From an optimization exercise on the open Yosys and OpenROAD flow, aimed at small area and a short achievable clock period; shortcuts taken in it are not production practice.
Function was checked by simulation only, so behaviour that the tests miss may differ from the original.
Power figures rest on the tool's default switching activity, not on a simulated workload.

[flow/flow/run.sh]
#!/bin/bash
# Standard layout with these changes:
#  - synthesis maps the logic with the ABC script in abc_speed2.script (see
#    my_synth.tcl); flip-flops are mapped before ABC and are left as they are
#  - the port buffers are plain buf_2 cells instead of the delay cells
#    buffer_ports picks on its own
#  - clock tree synthesis adds no dummy loads and builds the tree from
#    clkbuf_8 cells, with clusters of up to 14 sinks
set -euo pipefail
export MY_WORK="$(pwd)"
export MY_ABC_SCRIPT="$MY_WORK/flow/abc_speed2.script"
export BUFFER_PORTS_ARGS="-buffer_cell sky130_fd_sc_hd__buf_2"
export CTS_ARGS="-sink_clustering_enable -repair_clock_nets -dont_use_dummy_load -buf_list {sky130_fd_sc_hd__clkbuf_8} -sink_clustering_size 14 -sink_clustering_max_diameter 60"
sed "s#SYNTH_SCRIPT=[^ ]*#SYNTH_SCRIPT=$MY_WORK/flow/my_synth.tcl#" standard.sh > my_standard.sh
grep -q "SYNTH_SCRIPT=$MY_WORK/flow/my_synth.tcl" my_standard.sh
bash my_standard.sh finish > make_finish.log 2>&1
[flow/flow/abc_speed2.script]
&get -n
&st
&syn2
&if -g -K 6
&synch2
&nf
&st
&syn2
&if -g -K 6
&synch2
&nf
&put
buffer -c
topo
stime -c
upsize -c
dnsize -c
[flow/flow/my_synth.tcl]
# The standard flow's synthesis script, with the ABC mapping script swapped for
# flow/abc_speed2.script. Only the technology mapping of the logic changes;
# the flip-flops are mapped before ABC runs and are left as they are.
proc abc {args} {
  set i [lsearch $args -script]
  if {$i >= 0} { lset args [expr {$i + 1}] $::env(MY_ABC_SCRIPT) }
  puts "abc with [lindex $args [expr {$i + 1}]]"
  yosys abc {*}$args
}
source $::env(MY_WORK)/synth_recipe.tcl
[flow/standard.sh]
#!/bin/bash
# synth_recipe.tcl (not shown) runs the flow's synth.tcl, then flattens the netlist and writes it again
# the make line also repeats each setting of config.mk as NAME=value (left out here)
make -C /OpenROAD-flow-scripts/flow DESIGN_CONFIG=/design/flow/config.mk WORK_HOME=/design/flow/orfs CLKGATE_MAP_FILE= SYNTH_SCRIPT=/design/flow/synth_recipe.tcl "${@:-finish}"
[flow/config.mk]
export PLATFORM = sky130hd
export DESIGN_NAME = counter_top
export DESIGN_NICKNAME = counter_top
export VERILOG_FILES = /design/flow/design.v
export SDC_FILE = /design/flow/constraint.sdc
export NUM_CORES = 4
export LEC_CHECK = 0
export CAP_MARGIN = 20
export CORE_MARGIN = 2
export CORE_UTILIZATION = 40
export GPL_ROUTABILITY_DRIVEN = 0
export SETUP_SLACK_MARGIN = 1.2
export SLEW_MARGIN = 20
[flow/constraint.sdc]
create_clock -name core_clock -period 3.5 [get_ports {i_pclk}]
set_input_delay 0.7000 -clock core_clock [delete_from_list [all_inputs] [get_ports {i_pclk}]]
set_output_delay 0.7000 -clock core_clock [all_outputs]
set_load 0.01 [all_outputs]
[flow/design.v]
`timescale 1ns/1ps
`default_nettype none
package cnt_pkg;
  localparam int CNT_NUM = 4;
  localparam int CNT_W   = 32;
  localparam int INTR_W  = 2 * CNT_NUM;
endpackage
`default_nettype wire
`timescale 1ns/1ps
`default_nettype none
module cnt_apb_regs (
  input  logic [31:0]                 i_paddr,
  input  logic                        i_pwrite,
  input  logic                        i_psel,
  input  logic                        i_penable,
  output logic                        o_wr,
  output logic                        o_rd,
  output logic                        o_sel_trig,
  output logic                        o_sel_sts,
  output logic                        o_sel_mset,
  output logic                        o_sel_mclr,
  output logic [cnt_pkg::CNT_NUM-1:0] o_sel_ctrl,
  output logic [cnt_pkg::CNT_NUM-1:0] o_sel_tgt,
  output logic [cnt_pkg::CNT_NUM-1:0] o_sel_cnt,
  output logic [cnt_pkg::CNT_NUM-1:0] o_sel_cap,
  output logic                        o_base,
  output logic                        o_rsel_sts,
  output logic                        o_rsel_mset,
  output logic [cnt_pkg::CNT_NUM-1:0] o_rsel_ctrl,
  output logic [cnt_pkg::CNT_NUM-1:0] o_rsel_tgt,
  output logic [cnt_pkg::CNT_NUM-1:0] o_rsel_cnt,
  output logic [cnt_pkg::CNT_NUM-1:0] o_rsel_cap
);
  logic       base;
  logic [3:0] ofs;
  assign o_wr = i_psel & ~i_penable & i_pwrite;
  assign o_rd = i_psel & ~i_penable & ~i_pwrite;
  assign base = ~|{i_paddr[31:7], i_paddr[1:0]};
  always_comb begin
    for (int k = 0; k < 4; k++) ofs[k] = (i_paddr[3:2] == k[1:0]);
  end
  assign o_base      = base;
  assign o_rsel_sts  = (i_paddr[6:4] == 3'd0) & ofs[1];
  assign o_rsel_mset = (i_paddr[6:4] == 3'd0) & ofs[2];
  assign o_sel_trig = base & (i_paddr[6:4] == 3'd0) & ofs[0];
  assign o_sel_sts  = base & (i_paddr[6:4] == 3'd0) & ofs[1];
  assign o_sel_mset = base & (i_paddr[6:4] == 3'd0) & ofs[2];
  assign o_sel_mclr = base & (i_paddr[6:4] == 3'd0) & ofs[3];
  for (genvar n = 0; n < cnt_pkg::CNT_NUM; n++) begin : g_sel
    logic blk;
    assign blk           = base & (i_paddr[6:4] == 3'(n + 2));
    assign o_sel_ctrl[n] = blk & ofs[0];
    assign o_sel_tgt[n]  = blk & ofs[1];
    assign o_sel_cnt[n]  = blk & ofs[2];
    assign o_sel_cap[n]  = blk & ofs[3];
    assign o_rsel_ctrl[n] = (i_paddr[6:4] == 3'(n + 2)) & ofs[0];
    assign o_rsel_tgt[n]  = (i_paddr[6:4] == 3'(n + 2)) & ofs[1];
    assign o_rsel_cnt[n]  = (i_paddr[6:4] == 3'(n + 2)) & ofs[2];
    assign o_rsel_cap[n]  = (i_paddr[6:4] == 3'(n + 2)) & ofs[3];
  end
endmodule
`default_nettype wire
`timescale 1ns/1ps
`default_nettype none
module cnt_channel (
  input  logic        i_pclk,
  input  logic        i_prst_n,
  input  logic        i_wr,
  input  logic        i_rd,
  input  logic        i_sel_ctrl,
  input  logic        i_sel_tgt,
  input  logic        i_sel_cnt,
  input  logic        i_sel_cap,
  input  logic        i_rsel_ctrl,   
  input  logic        i_rsel_tgt,
  input  logic        i_rsel_cnt,
  input  logic        i_rsel_cap,
  input  logic        i_glb_trig,    
  input  logic [31:0] i_wdata,
  input  logic        i_din_a,
  output logic        o_dout_a,
  output logic        o_dout_a_oen,
  output logic [31:0] o_rdata,       
  output logic        o_cmp_evt,
  output logic        o_cap_evt
);
  logic        en_q, edge_q, ovwr_q;
  logic [31:0] tgt_q;
  logic        clear_q;      
  logic        run_nx_q;     
  logic        run_q;
  logic [31:0] cnt_q;
  logic [31:0] cap_q;
  logic        full_q;
  logic        cap_vld_q;
  logic        dout_q, cmp_evt_q, cap_evt_q;
  logic        din_s1, din_s2, din_d;
  logic [31:0] cnt_tgl;
  logic ctrl_wr, glb, start_in, stop_in, clear_in;
  logic load, counting, eq, hit, edge_hit, cap_take, cap_read;
  assign ctrl_wr  = i_wr & i_sel_ctrl;
  assign glb      = i_glb_trig & en_q;
  assign start_in = (ctrl_wr & i_wdata[4]) | (glb & i_wdata[0]);
  assign stop_in  = (ctrl_wr & i_wdata[5]) | (glb & i_wdata[1]);
  assign clear_in = (ctrl_wr & i_wdata[6]) | (glb & i_wdata[2]);
  always_ff @(posedge i_pclk or negedge i_prst_n) begin
    if (!i_prst_n) begin
      en_q   <= 1'b0;
      edge_q <= 1'b0;
      ovwr_q <= 1'b0;
    end else if (ctrl_wr) begin
      en_q   <= i_wdata[0];
      edge_q <= i_wdata[1];
      ovwr_q <= i_wdata[2];
    end
  end
  always_ff @(posedge i_pclk or negedge i_prst_n) begin
    if (!i_prst_n) begin
      tgt_q <= '0;
    end else if (i_wr & i_sel_tgt) begin
      tgt_q <= i_wdata;
    end
  end
  always_ff @(posedge i_pclk or negedge i_prst_n) begin
    if (!i_prst_n) begin
      run_nx_q <= 1'b0;
      run_q    <= 1'b0;
    end else begin
      run_nx_q <= ~stop_in & (start_in | run_nx_q);
      run_q    <= run_nx_q;
    end
  end
  always_ff @(posedge i_pclk) begin
    clear_q <= clear_in;
  end
  assign load     = i_wr & i_sel_cnt;
  assign counting = run_q & en_q;
  assign eq       = (cnt_q == tgt_q);
  assign hit      = counting & eq & ~clear_q & ~load;
  always_comb begin
    cnt_tgl[0] = counting;
    for (int i = 1; i < 32; i++) cnt_tgl[i] = counting & (&(cnt_q | ~((32'd1 << i) - 32'd1)));
  end
  always_ff @(posedge i_pclk or negedge i_prst_n) begin
    if (!i_prst_n) begin
      cnt_q <= '0;
    end else begin
      cnt_q <= ({32{~clear_q & load}} & i_wdata)
             | ({32{~clear_q & ~load & ~(counting & eq)}} & (cnt_q ^ cnt_tgl));
    end
  end
  always_ff @(posedge i_pclk or negedge i_prst_n) begin
    if (!i_prst_n) begin
      dout_q    <= 1'b0;
      cmp_evt_q <= 1'b0;
    end else begin
      dout_q    <= dout_q ^ hit;
      cmp_evt_q <= hit;
    end
  end
  always_ff @(posedge i_pclk or negedge i_prst_n) begin
    if (!i_prst_n) begin
      din_s1 <= 1'b0;
    end else begin
      din_s1 <= i_din_a;
    end
  end
  always_ff @(posedge i_pclk) begin
    din_s2 <= din_s1;
    din_d  <= din_s2;
  end
  assign edge_hit = (din_s2 ^ din_d) & (din_d == edge_q);
  assign cap_take = en_q & edge_hit & (~full_q | ovwr_q);
  assign cap_read = i_rd & i_sel_cap;
  always_ff @(posedge i_pclk or negedge i_prst_n) begin
    if (!i_prst_n) begin
      full_q    <= 1'b0;
      cap_evt_q <= 1'b0;
    end else begin
      full_q    <= cap_take | (full_q & ~cap_read);
      cap_evt_q <= cap_take;
    end
  end
  always_ff @(posedge i_pclk) begin
    if (cap_take) begin
      cap_q <= cnt_q;
    end
  end
  always_ff @(posedge i_pclk or negedge i_prst_n) begin
    if (!i_prst_n) begin
      cap_vld_q <= 1'b0;
    end else if (cap_take) begin
      cap_vld_q <= 1'b1;
    end
  end
  assign o_rdata = ({32{i_rsel_tgt}} & tgt_q)
                 | ({32{i_rsel_cnt}} & cnt_q)
                 | ({32{i_rsel_cap & cap_vld_q}} & cap_q)
                 | ({32{i_rsel_ctrl}} & {22'd0, full_q, run_q, 5'd0, ovwr_q, edge_q, en_q});
  assign o_dout_a     = dout_q;
  assign o_dout_a_oen = en_q;
  assign o_cmp_evt    = cmp_evt_q;
  assign o_cap_evt    = cap_evt_q;
endmodule
`default_nettype wire
`timescale 1ns/1ps
`default_nettype none
module cnt_intr_ctrl (
  input  logic                       i_pclk,
  input  logic                       i_prst_n,
  input  logic [cnt_pkg::INTR_W-1:0] i_evt,
  input  logic                       i_sts_clr_wr,
  input  logic                       i_mask_set_wr,
  input  logic                       i_mask_clr_wr,
  input  logic [cnt_pkg::INTR_W-1:0] i_data,
  output logic [cnt_pkg::INTR_W-1:0] o_sts,
  output logic [cnt_pkg::INTR_W-1:0] o_mask,
  output logic                       o_int
);
  logic [cnt_pkg::INTR_W-1:0] sts_q;
  logic [cnt_pkg::INTR_W-1:0] mask_q;
  logic                       int_q;
  always_ff @(posedge i_pclk or negedge i_prst_n) begin
    if (!i_prst_n) begin
      sts_q <= '0;
    end else begin
      sts_q <= (sts_q & ~({cnt_pkg::INTR_W{i_sts_clr_wr}} & i_data)) | i_evt;
    end
  end
  always_ff @(posedge i_pclk or negedge i_prst_n) begin
    if (!i_prst_n) begin
      mask_q <= '0;
    end else begin
      mask_q <= (mask_q & ~({cnt_pkg::INTR_W{i_mask_clr_wr & ~i_mask_set_wr}} & i_data))
              | ({cnt_pkg::INTR_W{i_mask_set_wr}} & i_data);
    end
  end
  always_ff @(posedge i_pclk or negedge i_prst_n) begin
    if (!i_prst_n) begin
      int_q <= 1'b0;
    end else begin
      int_q <= |(sts_q & mask_q);
    end
  end
  assign o_sts  = sts_q;
  assign o_mask = mask_q;
  assign o_int  = int_q;
endmodule
`default_nettype wire
`timescale 1ns/1ps
`default_nettype none
module counter_top (
  input  logic                        i_pclk,
  input  logic                        i_prst_n,
  input  logic [31:0]                 i_paddr,
  input  logic [31:0]                 i_pwdata,
  input  logic                        i_pwrite,
  input  logic                        i_psel,
  input  logic                        i_penable,
  output logic [31:0]                 o_prdata,
  input  logic [cnt_pkg::CNT_NUM-1:0] i_extern_din_a,
  output logic [cnt_pkg::CNT_NUM-1:0] o_extern_dout_a,
  output logic [cnt_pkg::CNT_NUM-1:0] o_extern_dout_a_oen,
  output logic                        o_int
);
  logic                           wr, rd;
  logic                           sel_trig, sel_sts, sel_mset, sel_mclr;
  logic [cnt_pkg::CNT_NUM-1:0]    sel_ctrl, sel_tgt, sel_cnt, sel_cap;
  logic                           base, rsel_sts, rsel_mset;
  logic [cnt_pkg::CNT_NUM-1:0]    rsel_ctrl, rsel_tgt, rsel_cnt, rsel_cap;
  logic                           base_q;
  logic [cnt_pkg::CNT_NUM*32-1:0] ch_rdata;
  logic [cnt_pkg::INTR_W-1:0]     intr_evt;
  logic [cnt_pkg::INTR_W-1:0]     intr_sts;
  logic [cnt_pkg::INTR_W-1:0]     intr_mask;
  logic [31:0]                    rdata;
  logic [31:0]                    prdata_q;
  cnt_apb_regs u_dec (
    .i_paddr    (i_paddr),
    .i_pwrite   (i_pwrite),
    .i_psel     (i_psel),
    .i_penable  (i_penable),
    .o_wr       (wr),
    .o_rd       (rd),
    .o_sel_trig (sel_trig),
    .o_sel_sts  (sel_sts),
    .o_sel_mset (sel_mset),
    .o_sel_mclr (sel_mclr),
    .o_sel_ctrl (sel_ctrl),
    .o_sel_tgt  (sel_tgt),
    .o_sel_cnt  (sel_cnt),
    .o_sel_cap  (sel_cap),
    .o_base     (base),
    .o_rsel_sts (rsel_sts),
    .o_rsel_mset(rsel_mset),
    .o_rsel_ctrl(rsel_ctrl),
    .o_rsel_tgt (rsel_tgt),
    .o_rsel_cnt (rsel_cnt),
    .o_rsel_cap (rsel_cap)
  );
  for (genvar n = 0; n < cnt_pkg::CNT_NUM; n++) begin : g_ch
    cnt_channel u_ch (
      .i_pclk       (i_pclk),
      .i_prst_n     (i_prst_n),
      .i_wr         (wr),
      .i_rd         (rd),
      .i_sel_ctrl   (sel_ctrl[n]),
      .i_sel_tgt    (sel_tgt[n]),
      .i_sel_cnt    (sel_cnt[n]),
      .i_sel_cap    (sel_cap[n]),
      .i_rsel_ctrl  (rsel_ctrl[n]),
      .i_rsel_tgt   (rsel_tgt[n]),
      .i_rsel_cnt   (rsel_cnt[n]),
      .i_rsel_cap   (rsel_cap[n]),
      .i_glb_trig   (wr & sel_trig),
      .i_wdata      (i_pwdata),
      .i_din_a      (i_extern_din_a[n]),
      .o_dout_a     (o_extern_dout_a[n]),
      .o_dout_a_oen (o_extern_dout_a_oen[n]),
      .o_rdata      (ch_rdata[32*n +: 32]),
      .o_cmp_evt    (intr_evt[2*n]),
      .o_cap_evt    (intr_evt[2*n+1])
    );
  end
  cnt_intr_ctrl u_intr (
    .i_pclk        (i_pclk),
    .i_prst_n      (i_prst_n),
    .i_evt         (intr_evt),
    .i_sts_clr_wr  (wr & sel_sts),
    .i_mask_set_wr (wr & sel_mset),
    .i_mask_clr_wr (wr & sel_mclr),
    .i_data        (i_pwdata[cnt_pkg::INTR_W-1:0]),
    .o_sts         (intr_sts),
    .o_mask        (intr_mask),
    .o_int         (o_int)
  );
  always_comb begin
    rdata = {24'd0, ({8{rsel_sts}} & intr_sts) | ({8{rsel_mset}} & intr_mask)};
    for (int n = 0; n < cnt_pkg::CNT_NUM; n++) rdata = rdata | ch_rdata[32*n +: 32];
  end
  always_ff @(posedge i_pclk) begin
    prdata_q <= rdata;
    base_q   <= base;
  end
  assign o_prdata = prdata_q & {32{base_q}};
endmodule
`default_nettype wire
==> results of run 1 <==
-- cells by family (layout without fill, tap and decap cells) --
family	Yosys count	count (layout)	share of synthesized area
multiplexers	148	148	0.0716
other	0	2	0
XOR/XNOR	256	256	0.0969
adder cells (fa/ha/maj)	4	4	0.00216
AND/OR/NAND/NOR	557	557	0.123
buffers and inverters	180	310	0.0333
AO/OA/AOI/OAI	382	382	0.125
flip-flops	490	490	0.548
-- worst max-delay path, cell delays in order, from the launching register on --
cell	delay, ps
dfrtp_2	460
xor2_4	210
nor4_4	360
nand4_1	130
or4_4	640
nand2_8	140
buf_12	170
o21ai_0	110
-- cell type report --
type	instances	area share
antenna	2	0.000188
clock buffer	44	0.0227
inverter	37	0.00530
multi-input combinational	1347	0.390
sequential	490	0.477
tap	765	0.0359
timing repair buffer	229	0.0684
-- sequential cells by signal, summed over array words and instances (netlist names), 8 cells and up --
register	count
g_ch.u_ch.cnt_q	128
u_intr.mask_q	8
prdata_q	32
g_ch.u_ch.tgt_q	128
g_ch.u_ch.cap_q	128
u_intr.sts_q	8
-- through the flow --
stage	power [W]	util	setup WS (ps)	hold WS, ps
detailed placement	0.00630	0.435	403	329
global placement	0.00629	0.435	397	330
floorplan	0.00605	-	1110	324
finish	0.00927	0.464	1130	113
CTS	0.00929	0.456	1180	102
global route	0.00956	0.464	1110	96.0
-- report_power, final --
part / switching (W) / internal [W]
logic: 0.000254 / 0.0000749
registers: 0.00000620 / 0.00584
clock network: 0.00197 / 0.00112
-- worst paths after layout --
path	from	end
min	i_extern_din_a[1]	g_ch[1].u_ch.din_s1
max reg2reg	g_ch[0].u_ch.cnt_q[28]	g_ch[0].u_ch.cnt_q[13]
min reg2reg	g_ch[0].u_ch.din_s1	g_ch[0].u_ch.din_s2
min in group asynchronous	i_prst_n	g_ch[0].u_ch.cnt_q[31]
max	g_ch[0].u_ch.cnt_q[28]	g_ch[0].u_ch.cnt_q[13]
max in group asynchronous	i_prst_n	g_ch[1].u_ch.cnt_q[14]
-- timing repair --
| action | 4_1_cts | 5_1_grt |
|---|---|---|
| endpoints found under the setup margin | 185 | 221 |
| setup buffers | 19 | 13 |
| hold buffers | 1 | 0 |
| gates cloned | 3 | 4 |
| resized for setup | 89 | 81 |
| hold endpoints to repair | 43 | 0 |
| pin swaps | 27 | 21 |
-- synthesized netlist by cell type, types with 37 or more instances --
cell type,count
a221oi_1,89
a22o_1,83
and2_1,41
clkbuf_1,93
dfrtp_1,317
dfxtp_1,45
edfxtp_1,128
inv_1,37
mux2_1,71
mux2_2,69
nand2_1,183
nand3_1,78
nand4_1,56
nor2_1,74
o21ai_0,97
xnor2_1,123
xor2_1,133
-- metal layers --
| metal | vias up | global-route usage | wire, um |
|---|---|---|---|
| li1 | 7595 | - | - |
| met5 | - | 0 | 16 |
| met2 | 1171 | 0.450 | 39400 |
| met3 | 260 | 0.0737 | 9760 |
| met1 | 9301 | 0.389 | 33900 |
| met4 | 2 | 0.136 | 5090 |
-- cell usage in the layout, fill, tap and decap left out, types with 19 or more instances in the layout --
cell and n:
xnor2_1 112, clkbuf_8 44, a22oi_1 34, buf_12 19, and2_1 41, inv_1 33, mux2_2 69, dfrtp_2 41
o21ai_0 86, a22o_1 83, nand3_1 71, buf_4 86, buf_2 111, nand4_1 56, dfxtp_1 44, xor2_1 125
nor2_1 66, nor3_1 19, nand2_1 178, o2bb2ai_1 31, edfxtp_1 128, mux2_1 67, a221oi_1 89, dfrtp_1 276
==> load_flow_metrics.sql, run 1 <==
INSERT INTO impl_metrics (metric_group, metric, value, unit) VALUES
('run_status', 'run_status', 'timing/DRC/antenna clean', ''),
('flow_run', 'timing.max_cap.violations', '0', ''),
('critical_path', 'worstSetupPathType', 'flop to flop', ''),
('min_path', 'worst_hold_path.num_cells', '1', ''),
('detailed_routing', 'finalWirelength', '88200', 'um'),
('critical_path', 'peak_fanout_along_the_critical_path', '12', ''),
('clock_network', 'clk_path_buf_depth', '3', ''),
('layout', 'final_cells', '2914', ''),
('yosys', 'synth-seq-cells', '490', ''),
('sta', 'max_slew_margin', '0.374', ''),
('critical_path', 'cp-start-kind', 'flop', ''),
('yosys', 'yosys_most_used_dff', 'dfrtp_1', ''),
('layout', 'drive_gt1_frac', '0.233', ''),
('detailed_routing', 'drt_iter0_drc', '2509', ''),
('floorplan', 'area_of_the_die', '0.0598', 'mm^2'),
('clock_network', 'cts_sinks', '490', ''),
('yosys', 'synth-edff-count', '128', ''),
('detailed_routing', 'drt_drc_violations_left', '0', ''),
('critical_path', 'worst_ep_required_time', '4030', 'ps'),
('yosys', 'synthesis.area', '0.0231', 'mm^2'),
('detailed_routing', 'drt-wirelength-per-cell', '30.3', 'um'),
('yosys', 'asyncSetResetFlopFracSynth', '0.647', ''),
('floorplan', 'design.portCount', '114', ''),
('global_routing', 'grt_remaining_overflow', '0', ''),
('sta', 'finalClockSkew', '52.5', 'ps'),
('layout', 'num-fill-cells', '5235', ''),
('layout', 'seq_area', '0.0127', 'mm^2'),
('detailed_routing', 'final_antenna_net_count', '0', ''),
('layout', 'areaGrowthSynthToFinish', '15.3', '%'),
('detailed_routing', 'firstDrtPassIters', '5', ''),
('clock_network', 'insertion_delay', '690', 'ps'),
('layout', 'final_area', '0.0267', 'mm^2'),
('detailed_routing', 'drt-vias-per-instance', '6.29', ''),
('global_routing', 'grt_antenna_before_repair', '4', ''),
('critical_path', 'worst-endpoint-arrival', '2910', 'ps'),
('sta', 'worst_pin_slew', '936', 'ps'),
('placed_design', 'postPlaceCellArea', '0.0250', 'mm^2'),
('yosys', 'seq_area_frac_synth', '0.548', ''),
('layout', 'multiInputGateArea', '0.0104', 'mm^2'),
('yosys', 'yosys_warnings', '4', ''),
('power_and_ir_drop', 'power_leakage', '11.1', 'nW'),
('clock_network', 'cts_tree', 'built', ''),
('floorplan', 'initial_core_util', '0.402', ''),
('global_routing', 'grt_use_total', '0.293', ''),
('sta', 'fin_crit', '2370', 'ps'),
('yosys', 'synth_area_leader_cell', 'dfrtp_1', ''),
('sta', 'timing.setup.tns', '0', 'ps'),
('placed_design', 'dp_hpwl', '57600', 'um'),
('detailed_routing', 'vias', '18300', ''),
('yosys', 'synthesis.instances', '2017', ''),
('yosys', 'netlist_top_cells_area', 'dfrtp_1 (34%), edfxtp_1 (17%), xor2_1 (5.0%)', ''),
('yosys', 'syn-num-nets', '2094', ''),
('power_and_ir_drop', 'power.ir.vdd_worst', '0.251', 'mV'),
('yosys', 'syn-mean-instance-area', '11.5', 'um^2'),
('critical_path', 'timing.critical_path.to_type', 'flop', ''),
('global_routing', 'grt_pass1_vias', '17900', ''),
('clock_network', 'cts.root.buffer_cell', 'clkbuf_8', ''),
('layout', 'num-nets-final', '2226', ''),
('sta', 'finalMaxSlewViolations', '0', ''),
('yosys', 'ys_types', '62', ''),
('sta', 'period_share', '0.678', ''),
('floorplan', 'die_y', '244', 'um'),
('floorplan', 'core_region_area', '0.0575', 'mm^2'),
('clock_network', 'cts.clk_slew.worst_paths', '100', 'ps'),
('sta', 'setup_viol', '0', ''),
('clock_network', 'tritoncts_buffer_count', '44', ''),
('global_routing', 'grt_max_degree', '96', ''),
('sta', 'final_hold_viol_count', '0', ''),
('clock_network', 'htree_num_levels', '2', ''),
('critical_path', 'r2r.worst_path.cells', '7', ''),
('placed_design', 'port-buffer-count', '113', ''),
('min_path', 'min-delay-path-class', 'primary input to flop', ''),
('placed_design', 'place_inst', '2828', ''),
('floorplan', 'floorplan.die.width', '244', 'um'),
('floorplan', 'floorplan.rows', '88', ''),
('power_and_ir_drop', 'power.density_cell_area', '348', 'mW/mm^2'),
('critical_path', 'r2r_setup_slack', '1130', 'ps'),
('global_routing', 'grt_pass1_wl', '127000', 'um'),
('sta', 'clock.fmax', '0.421', 'GHz'),
('sta', 'rsz0062_at_grt', 'true', ''),
('yosys', 'synth_largest_type_area_fraction', '0.343', '');
==> inputs of run 2 (changes only) <==
--- a/flow/config.mk
+++ b/flow/config.mk
@@ -7,7 +7,6 @@
 export LEC_CHECK = 0
 export CAP_MARGIN = 20
 export CORE_MARGIN = 2
-export CORE_UTILIZATION = 40
-export GPL_ROUTABILITY_DRIVEN = 0
+export CORE_UTILIZATION = 45
 export SETUP_SLACK_MARGIN = 1.2
 export SLEW_MARGIN = 20
==> run 2 against run 1 <==
Still clean on timing, DRC and antenna. Cell count down 1.7%. Critical path depth increased by 1. Worst setup slack worse by 240 ps. Die area is 11% lower. Largest cell class unchanged.
==> load_flow_metrics.sql, run 2 <==
INSERT INTO impl_metrics (metric_group, metric, value, unit) VALUES
('power_and_ir_drop', 'intPower', '0.00707', 'W'),
('global_routing', 'met1_usage', '0.447', ''),
('power_and_ir_drop', 'p_sw', '0.00221', 'W'),
('yosys', 'synthesis.area', '0.0231', 'mm^2'),
('power_and_ir_drop', 'power.ir.vdd_worst', '0.223', 'mV'),
('yosys', 'seq_area_frac_synth', '0.548', ''),
('critical_path', 'slowest_cell_on_crit_path', 'dfrtp_2', ''),
('layout', 'top_regs', 'g_ch.u_ch.cap_q x128, g_ch.u_ch.cnt_q x128, g_ch.u_ch.tgt_q x128', ''),
('critical_path', 'crit_chain', 'xor2_4, nor4_4, nand4_1, nor4_4, nand2b_4, buf_12, buf_16, o21ai_1', ''),
('floorplan', 'design.portCount', '114', ''),
('detailed_routing', 'vias', '18500', ''),
('clock_network', 'cts.clk_slew.worst_paths', '100', 'ps'),
('floorplan', 'floorplan.rows', '83', ''),
('detailed_routing', 'drt-vias-per-instance', '6.44', ''),
('clock_network', 'insertion_delay', '690', 'ps'),
('critical_path', 'number_of_buffers_and_inverters_on_the_critical_path', '2', ''),
('floorplan', 'initial_core_util', '0.453', ''),
('sta', 'finalMaxSlewViolations', '0', ''),
('critical_path', 'peak_fanout_along_the_critical_path', '6', ''),
('yosys', 'synthesis.instances', '2017', ''),
('clock_network', 'cts_sinks', '490', ''),
('yosys', 'synth_largest_type_area_fraction', '0.343', ''),
('global_routing', 'top_usage_layer', 'met2', ''),
('clock_network', 'tritoncts_buffer_count', '45', ''),
('layout', 'drive_gt1_frac', '0.290', ''),
('yosys', 'yosys_most_used_dff', 'dfrtp_1', ''),
('yosys', 'yosys_warnings', '4', ''),
('yosys', 'post-synth-top-count-cell', 'dfrtp_1', ''),
('detailed_routing', 'firstDrtPassIters', '6', ''),
('sta', 'rsz0062_at_grt', 'true', ''),
('placed_design', 'dp_hpwl', '57400', 'um'),
('global_routing', 'met2_usage', '0.502', ''),
('detailed_routing', 'drt_drc_violations_left', '0', ''),
('critical_path', 'critical-path-top-cell-by-count', 'nor4_4', ''),
('yosys', 'syn-mean-instance-area', '11.5', 'um^2'),
('yosys', 'syn-num-nets', '2094', ''),
('floorplan', 'area_of_the_die', '0.0532', 'mm^2'),
('sta', 'final_hold_viol_count', '0', ''),
('clock_network', 'clk_path_buf_depth', '3', ''),
('global_routing', 'grt_use_total', '0.331', ''),
('global_routing', 'grt_pass1_wl', '127000', 'um'),
('yosys', 'synth_area_leader_cell', 'dfrtp_1', ''),
('critical_path', 'critical_path.max_stage_delay', '490', 'ps'),
('sta', 'max_slew_margin', '0.189', ''),
('floorplan', 'floorplan.die.width', '231', 'um'),
('power_and_ir_drop', 'clock_power_share', '0.333', ''),
('power_and_ir_drop', 'comb_power_share', '0.037', ''),
('clock_network', 'number_of_buffers_inserted_for_hold_repair_after_clock_tree_synthesis', '0', ''),
('layout', 'layout_common_cells', 'dfrtp_1 (278), nand2_1 (178), edfxtp_1 (128)', ''),
('power_and_ir_drop', 'seq_power_share', '0.630', ''),
('detailed_routing', 'drt_iter0_drc', '2172', ''),
('global_routing', 'grt_antenna_before_repair', '3', ''),
('yosys', 'ys_top_cells_by_count', 'dfrtp_1 (317), nand2_1 (183), xor2_1 (133)', ''),
('global_routing', 'use_met3', '0.0741', ''),
('sta', 'setup_viol', '0', ''),
('placed_design', 'port-buffer-count', '113', ''),
('yosys', 'asyncSetResetFlopFracSynth', '0.647', ''),
('sta', 'clock.fmax', '0.382', 'GHz'),
('floorplan', 'die_y', '231', 'um'),
('placed_design', 'weighted_congestion_at_the_end_of_routability_driven_global_placement', '0.929', ''),
('run_status', 'run_status', 'timing/DRC/antenna clean', ''),
('placed_design', 'place_inst', '2747', ''),
('power_and_ir_drop', 'sw_frac_of_total', '0.238', ''),
('yosys', 'synth-edff-count', '128', ''),
('critical_path', 'cp-start-kind', 'flop', ''),
('critical_path', 'timing.critical_path.to_type', 'flop', ''),
('sta', 'worst_pin_slew', '1210', 'ps'),
('layout', 'areaGrowthSynthToFinish', '20.2', '%'),
('flow_run', 'timing.max_cap.violations', '0', ''),
('layout', 'final_common_cell', 'dfrtp_1', ''),
('global_routing', 'grt_pass1_vias', '18100', ''),
('sta', 'timing.setup.tns', '0', 'ps'),
('clock_network', 'cts_tree', 'built', ''),
('power_and_ir_drop', 'finalPower', '0.00928', 'W'),
('global_routing', 'grt_max_degree', '70', ''),
('sta', 'finalClockSkew', '76.2', 'ps'),
('min_path', 'min-delay-path-class', 'primary input to asynchronous set/reset pin', ''),
('layout', 'final_cells', '2865', ''),
('yosys', 'netlist_top_cells_area', 'dfrtp_1 (34%), edfxtp_1 (17%), xor2_1 (5.0%)', ''),
('sta', 'period_share', '0.747', ''),
('sta', 'fin_crit', '2620', 'ps'),
('power_and_ir_drop', 'power.density_cell_area', '334', 'mW/mm^2'),
('critical_path', 'worstSetupPathDepth', '8', ''),
('power_and_ir_drop', 'power_leakage', '11.6', 'nW'),
('detailed_routing', 'drt-wirelength-per-cell', '30.9', 'um'),
('detailed_routing', 'final_antenna_net_count', '0', ''),
('critical_path', 'worstSetupPathType', 'flop to flop', ''),
('critical_path', 'worst_ep_required_time', '4010', 'ps'),
('clock_network', 'htree_num_levels', '2', ''),
('floorplan', 'core_region_area', '0.0511', 'mm^2'),
('layout', 'num-nets-final', '2261', ''),
('yosys', 'synth-seq-cells', '490', ''),
('global_routing', 'grt_remaining_overflow', '0', ''),
('critical_path', 'worst-endpoint-arrival', '3130', 'ps'),
('clock_network', 'cts.root.buffer_cell', 'clkbuf_8', ''),
('critical_path', 'critPathTopFamily', 'simple AND/OR/NAND/NOR gates', ''),
('detailed_routing', 'finalWirelength', '88700', 'um'),
('critical_path', 'r2r.worst_path.cells', '8', ''),
('yosys', 'ys_types', '62', '');
-- run 2: cell type report --
class | count | area [um^2]
antenna | 3 | 7.51
clock buffer | 45 | 619
fill | 4360 | 23300
inverter | 37 | 139
multi-input combinational | 1347 | 11000
sequential | 490 | 12700
tap | 680 | 851
timing repair buffer | 263 | 2480
-- run 2: repair_timing --
item / 4_1_cts / 5_1_grt
endpoints found under the setup margin: 179 / 212
gates cloned: 10 / 3
setup buffers: 32 / 25
pin swaps: 59 / 40
resized for setup: 188 / 160
-- run 2: kinds of logic after synthesis --
| group | after synthesis | share of synthesized area |
|---|---|---|
| AO/OA/AOI/OAI | 382 | 0.125 |
| buffers and inverters | 180 | 0.0333 |
| adder cells (fa/ha/maj) | 4 | 0.00216 |
| AND/OR/NAND/NOR | 557 | 0.123 |
| flip-flops | 490 | 0.548 |
| multiplexers | 148 | 0.0716 |
| XOR/XNOR | 256 | 0.0969 |
-- run 2: metrics by stage --
step	area, um^2	setup WS (ps)	util	hold slack, ps
finish	27800	884	0.544	14.0
global route	27800	886	0.544	45.1
CTS	26800	1060	0.525	18.9
detailed placement	24900	427	0.487	330
global placement	24900	466	0.487	327
floorplan	23400	1110	-	324
-- run 2: worst reg2reg max path, cell delays in order, from the launching register on --
cell	delay (ps)
dfrtp_2	490
xor2_4	230
nor4_4	340
nand4_1	370
nor4_4	440
nand2b_4	270
buf_12	130
buf_16	130
o21ai_1	80
-- run 2: worst paths after layout --
kind | startpoint | to | slack, ps
hold reg to reg | g_ch[0].u_ch.din_s1 | g_ch[0].u_ch.din_s2 | 350
hold / removal | i_prst_n | g_ch[0].u_ch.din_s1 | 10
setup reg to reg | g_ch[1].u_ch.cnt_q[14] | g_ch[1].u_ch.cnt_q[4] | 880
max in group asynchronous | i_prst_n | g_ch[3].u_ch.cnt_q[5] | 2640
setup / recovery | g_ch[1].u_ch.cnt_q[14] | g_ch[1].u_ch.cnt_q[4] | 880
min in group core_clock | i_extern_din_a[1] | g_ch[1].u_ch.din_s1 | 130
-- run 2: power by group through the flow --
stage	combinational [W]	clock, W	sequential [W]
final	0.000339	0.00309	0.00585
after global routing	0.000361	0.00333	0.00585
after CTS	0.000331	0.00312	0.00585
after detailed placement	0.000328	0	0.00597
after global placement	0.000326	0	0.00597
after floorplan	0.0000771	0	0.00597
-- run 2: per-layer routing --
layer  vias to the layer above  routed length [um]
met4                         0                5170
met1                      9448               34900
met2                      1089               39600
met3                       249                8990
li1                       7664                   -
met5                         -                   0
==> inputs of run 3 (changes only) <==
==> flow/flow/run.sh (replaced) <==
#!/bin/bash
# Standard layout with these changes:
#  - synthesis maps the logic with the ABC script in abc_speed2.script (see
#    my_synth.tcl); flip-flops are mapped before ABC and are left as they are
#  - the port buffers are plain buf_1 cells instead of the delay cells
#    buffer_ports picks on its own
#  - clock tree synthesis adds no dummy loads and builds the tree from
#    clkbuf_8 cells, with clusters of up to 14 sinks
set -euo pipefail
export MY_WORK="$(pwd)"
export MY_ABC_SCRIPT="$MY_WORK/flow/abc_speed2.script"
export BUFFER_PORTS_ARGS="-buffer_cell sky130_fd_sc_hd__buf_1"
export CTS_ARGS="-sink_clustering_enable -repair_clock_nets -dont_use_dummy_load -buf_list {sky130_fd_sc_hd__clkbuf_8} -sink_clustering_size 14 -sink_clustering_max_diameter 60"
sed "s#SYNTH_SCRIPT=[^ ]*#SYNTH_SCRIPT=$MY_WORK/flow/my_synth.tcl#" standard.sh > my_standard.sh
grep -q "SYNTH_SCRIPT=$MY_WORK/flow/my_synth.tcl" my_standard.sh
bash my_standard.sh finish > make_finish.log 2>&1
--- a/flow/config.mk
+++ b/flow/config.mk
@@ -7,6 +7,6 @@
 export LEC_CHECK = 0
 export CAP_MARGIN = 20
 export CORE_MARGIN = 2
-export CORE_UTILIZATION = 45
+export CORE_UTILIZATION = 40
 export SETUP_SLACK_MARGIN = 1.2
 export SLEW_MARGIN = 20
==> run 3 against run 2 <==
Count of clock-buffer cells in the layout unchanged. Register-to-register slack improved by 160 ps. Sequential share of layout area grew 0.97 points. Core utilization decreased by 7.0 points. Cell count grew 3.0%. Design area down 2.0%. Largest power group unchanged. Fmax up 6.4%. Sequential power barely moved. Die area grew 12%. Clock skew is 7.2 ps lower. Still clean on timing, DRC and antenna. Wire length rose by 1.4%.
==> load_flow_metrics.sql, run 3 <==
INSERT INTO impl_metrics (metric_group, metric, value, unit) VALUES
('yosys', 'yosys_most_used_dff', 'dfrtp_1', ''),
('global_routing', 'use_met3', '0.0634', ''),
('floorplan', 'design.portCount', '114', ''),
('yosys', 'ys_top_cells_by_count', 'dfrtp_1 (317), nand2_1 (183), xor2_1 (133)', ''),
('sta', 'max_slew_margin', '0.230', ''),
('global_routing', 'grt_max_degree', '78', ''),
('yosys', 'syn-num-nets', '2094', ''),
('layout', 'layout_common_cells', 'dfrtp_1 (276), nand2_1 (178), edfxtp_1 (128)', ''),
('floorplan', 'floorplan.rows', '88', ''),
('power_and_ir_drop', 'power_leakage', '11.2', 'nW'),
('clock_network', 'cts_sinks', '490', ''),
('floorplan', 'die_y', '244', 'um'),
('floorplan', 'initial_core_util', '0.402', ''),
('yosys', 'syn-mean-instance-area', '11.5', 'um^2'),
('layout', 'areaGrowthSynthToFinish', '17.8', '%'),
('floorplan', 'area_of_the_die', '0.0598', 'mm^2'),
('yosys', 'synthesis.area', '0.0231', 'mm^2'),
('detailed_routing', 'drt_iter0_drc', '2304', ''),
('layout', 'final_common_cell', 'dfrtp_1', ''),
('detailed_routing', 'finalWirelength', '89900', 'um'),
('clock_network', 'number_of_buffers_inserted_for_hold_repair_after_clock_tree_synthesis', '0', ''),
('yosys', 'synth_largest_type_area_fraction', '0.343', ''),
('sta', 'finalHoldWorstSlack', '93.5', 'ps'),
('clock_network', 'cts.clk_slew.worst_paths', '90', 'ps'),
('power_and_ir_drop', 'power.ir.vdd_worst', '0.272', 'mV'),
('critical_path', 'worst_ep_required_time', '4080', 'ps'),
('floorplan', 'floorplan.die.width', '244', 'um'),
('clock_network', 'clk_path_buf_depth', '3', ''),
('global_routing', 'grt_use_total', '0.295', ''),
('clock_network', 'cts.root.buffer_cell', 'clkbuf_8', ''),
('yosys', 'yosys_warnings', '4', ''),
('layout', 'final_cells', '2951', ''),
('detailed_routing', 'vias', '18500', ''),
('detailed_routing', 'firstDrtPassIters', '6', ''),
('global_routing', 'grt_remaining_overflow', '0', ''),
('yosys', 'synthesis.instances', '2017', ''),
('yosys', 'synth-edff-count', '128', ''),
('yosys', 'seq_area_frac_synth', '0.548', ''),
('layout', 'top_regs', 'g_ch.u_ch.cap_q x128, g_ch.u_ch.cnt_q x128, g_ch.u_ch.tgt_q x128', ''),
('detailed_routing', 'drt-vias-per-instance', '6.28', ''),
('sta', 'timing.setup.tns', '0', 'ps'),
('placed_design', 'place_inst', '2842', ''),
('flow_run', 'timing.max_cap.violations', '0', ''),
('sta', 'fin_crit', '2460', 'ps'),
('placed_design', 'dp_hpwl', '58500', 'um'),
('global_routing', 'met1_usage', '0.401', ''),
('detailed_routing', 'drt-wirelength-per-cell', '30.5', 'um'),
('yosys', 'synth-seq-cells', '490', ''),
('sta', 'setup_viol', '0', ''),
('layout', 'num-nets-final', '2262', ''),
('yosys', 'netlist_top_cells_area', 'dfrtp_1 (34%), edfxtp_1 (17%), xor2_1 (5.0%)', ''),
('clock_network', 'tritoncts_buffer_count', '45', ''),
('power_and_ir_drop', 'power.density_cell_area', '340', 'mW/mm^2'),
('yosys', 'ys_types', '62', ''),
('global_routing', 'grt_pass1_wl', '129000', 'um'),
('detailed_routing', 'final_antenna_net_count', '0', ''),
('detailed_routing', 'drt_drc_violations_left', '0', ''),
('yosys', 'asyncSetResetFlopFracSynth', '0.647', ''),
('sta', 'finalClockSkew', '69.0', 'ps'),
('critical_path', 'cp-start-kind', 'flop', ''),
('sta', 'worst_pin_slew', '1160', 'ps'),
('yosys', 'post-synth-top-count-cell', 'dfrtp_1', ''),
('clock_network', 'htree_num_levels', '2', ''),
('critical_path', 'worstSetupPathType', 'flop to flop', ''),
('critical_path', 'r2r_setup_slack', '1040', 'ps'),
('sta', 'final_hold_viol_count', '0', ''),
('sta', 'rsz0062_at_grt', 'true', ''),
('clock_network', 'insertion_delay', '700', 'ps'),
('global_routing', 'grt_antenna_before_repair', '5', ''),
('layout', 'final_area', '0.0272', 'mm^2'),
('critical_path', 'timing.critical_path.to_type', 'flop', ''),
('sta', 'period_share', '0.703', ''),
('global_routing', 'top_usage_layer', 'met2', ''),
('yosys', 'synth_area_leader_cell', 'dfrtp_1', ''),
('critical_path', 'worst-endpoint-arrival', '3040', 'ps'),
('clock_network', 'cts_tree', 'built', ''),
('layout', 'num-fill-cells', '5207', ''),
('sta', 'finalMaxSlewViolations', '0', ''),
('placed_design', 'postPlaceCellArea', '0.0250', 'mm^2'),
('critical_path', 'peak_fanout_along_the_critical_path', '2', ''),
('min_path', 'min-delay-path-class', 'primary input to flop', ''),
('placed_design', 'weighted_congestion_at_the_end_of_routability_driven_global_placement', '0.967', ''),
('placed_design', 'port-buffer-count', '113', ''),
('layout', 'drive_gt1_frac', '0.226', ''),
('run_status', 'run_status', 'timing/DRC/antenna clean', ''),
('global_routing', 'met2_usage', '0.444', ''),
('sta', 'clock.fmax', '0.407', 'GHz'),
('global_routing', 'grt_pass1_vias', '18300', ''),
('floorplan', 'core_region_area', '0.0575', 'mm^2'),
('power_and_ir_drop', 'finalPower', '0.00926', 'W');
## run 3: per-layer routing
metal | part of all wire | vias up
met2 | 0.44 | 1195
met3 | 0.10 | 271
met5 | 0.00011 | -
met1 | 0.40 | 9414
met4 | 0.058 | 2
li1 | - | 7662
## run 3: critical path: stages (launching register included)
cell      delay (ps)
dfrtp_1          400
xor2_1           210
nor4_4           340
nand4_1          340
or4_4            580
nand2_4          120
buf_6            110
a2bb2o_1         270
## run 3: path summary, 6_finish.rpt
kind / cells past startpoint / from / endpoint
worst max-delay path: 7 / g_ch[3].u_ch.tgt_q[22] / g_ch[3].u_ch.cnt_q[0]
worst min-delay path: 1 / i_extern_din_a[3] / g_ch[3].u_ch.din_s1
worst max register to register: 7 / g_ch[3].u_ch.tgt_q[22] / g_ch[3].u_ch.cnt_q[0]
worst min register to register: 0 / g_ch[2].u_ch.din_s2 / g_ch[2].u_ch.din_d
max in group asynchronous: 2 / i_prst_n / g_ch[1].u_ch.cnt_q[6]
min in group asynchronous: 1 / i_prst_n / g_ch[3].u_ch.cnt_q[31]
## run 3: per-stage QoR
step	utilization	setup slack [ps]
final	0.474	1040
after global routing	0.474	1040
after CTS	0.463	1120
after detailed placement	0.434	205
after global placement	0.434	179
after floorplan	-	1110
## run 3: area by class of cell
cell class,count,area [um^2],area share
Clock buffer,45,619,0.0227
Multi-Input combinational cell,1347,10600,0.390
Tap cell,765,957,0.0351
Timing Repair Buffer,264,2150,0.0791
Inverter,37,140,0.00514
Sequential cell,490,12700,0.467
Antenna cell,3,7.51,0.000276
## run 3: timing repair
action,in CTS,in global routing
resized for setup,147,134
pin swaps,48,33
endpoints found under the setup margin,170,268
cloned,5,5
buffers inserted,42,9
## run 3: where the power goes
part           internal (W)  switching [W]
combinational     0.0000682       0.000255
sequential          0.00584     0.00000659
clock               0.00115        0.00194
total               0.00706        0.00220
## run 3: kinds of logic (layout without fill, tap and decap cells)
family                   Yosys count  count (layout)  share of synthesized area
buffers and inverters            180             346                     0.0333
multiplexers                     148             148                     0.0716
adder cells (fa/ha/maj)            4               4                    0.00216
AND/OR/NAND/NOR                  557             557                      0.123
XOR/XNOR                         256             256                     0.0969
flip-flops                       490             490                      0.548
AO/OA/AOI/OAI                    382             382                      0.125
other                              0               3                          0

-- separate check: timing with driven ports --
How much do the figures lean on ideal ports? The routed layouts below were timed once more, with nothing changed but the port constraints.
Step 1, drivers: a clkbuf_16 drives i_pclk and a buf_2 each remaining input, both assumed.
Step 2 moves the port delays by t, midway between the first and last clock arrival at a register: inputs arrive t later, outputs are due t later. That takes back most of the time a late clock gives input paths.
Three values: no drivers, after step 1, after step 2; two values: the first two.
run | shift t [ns] | setup slack, ns | latest minus earliest clock arrival (ns)
run 1 | 0.718 | 1.126 / 1.126 / 0.479 | 0.052 / 0.053
run 2 | 0.709 | 0.884 / 0.884 / 0.548 | 0.077 / 0.077
run 3 | 0.722 | 1.041 / 1.041 / 0.560 | 0.070 / 0.069
After both steps every run listed still meets setup and hold. The setup slack of run 1, which loses most, moves by 0.000 ns with the drivers and by -0.647 ns with both steps.
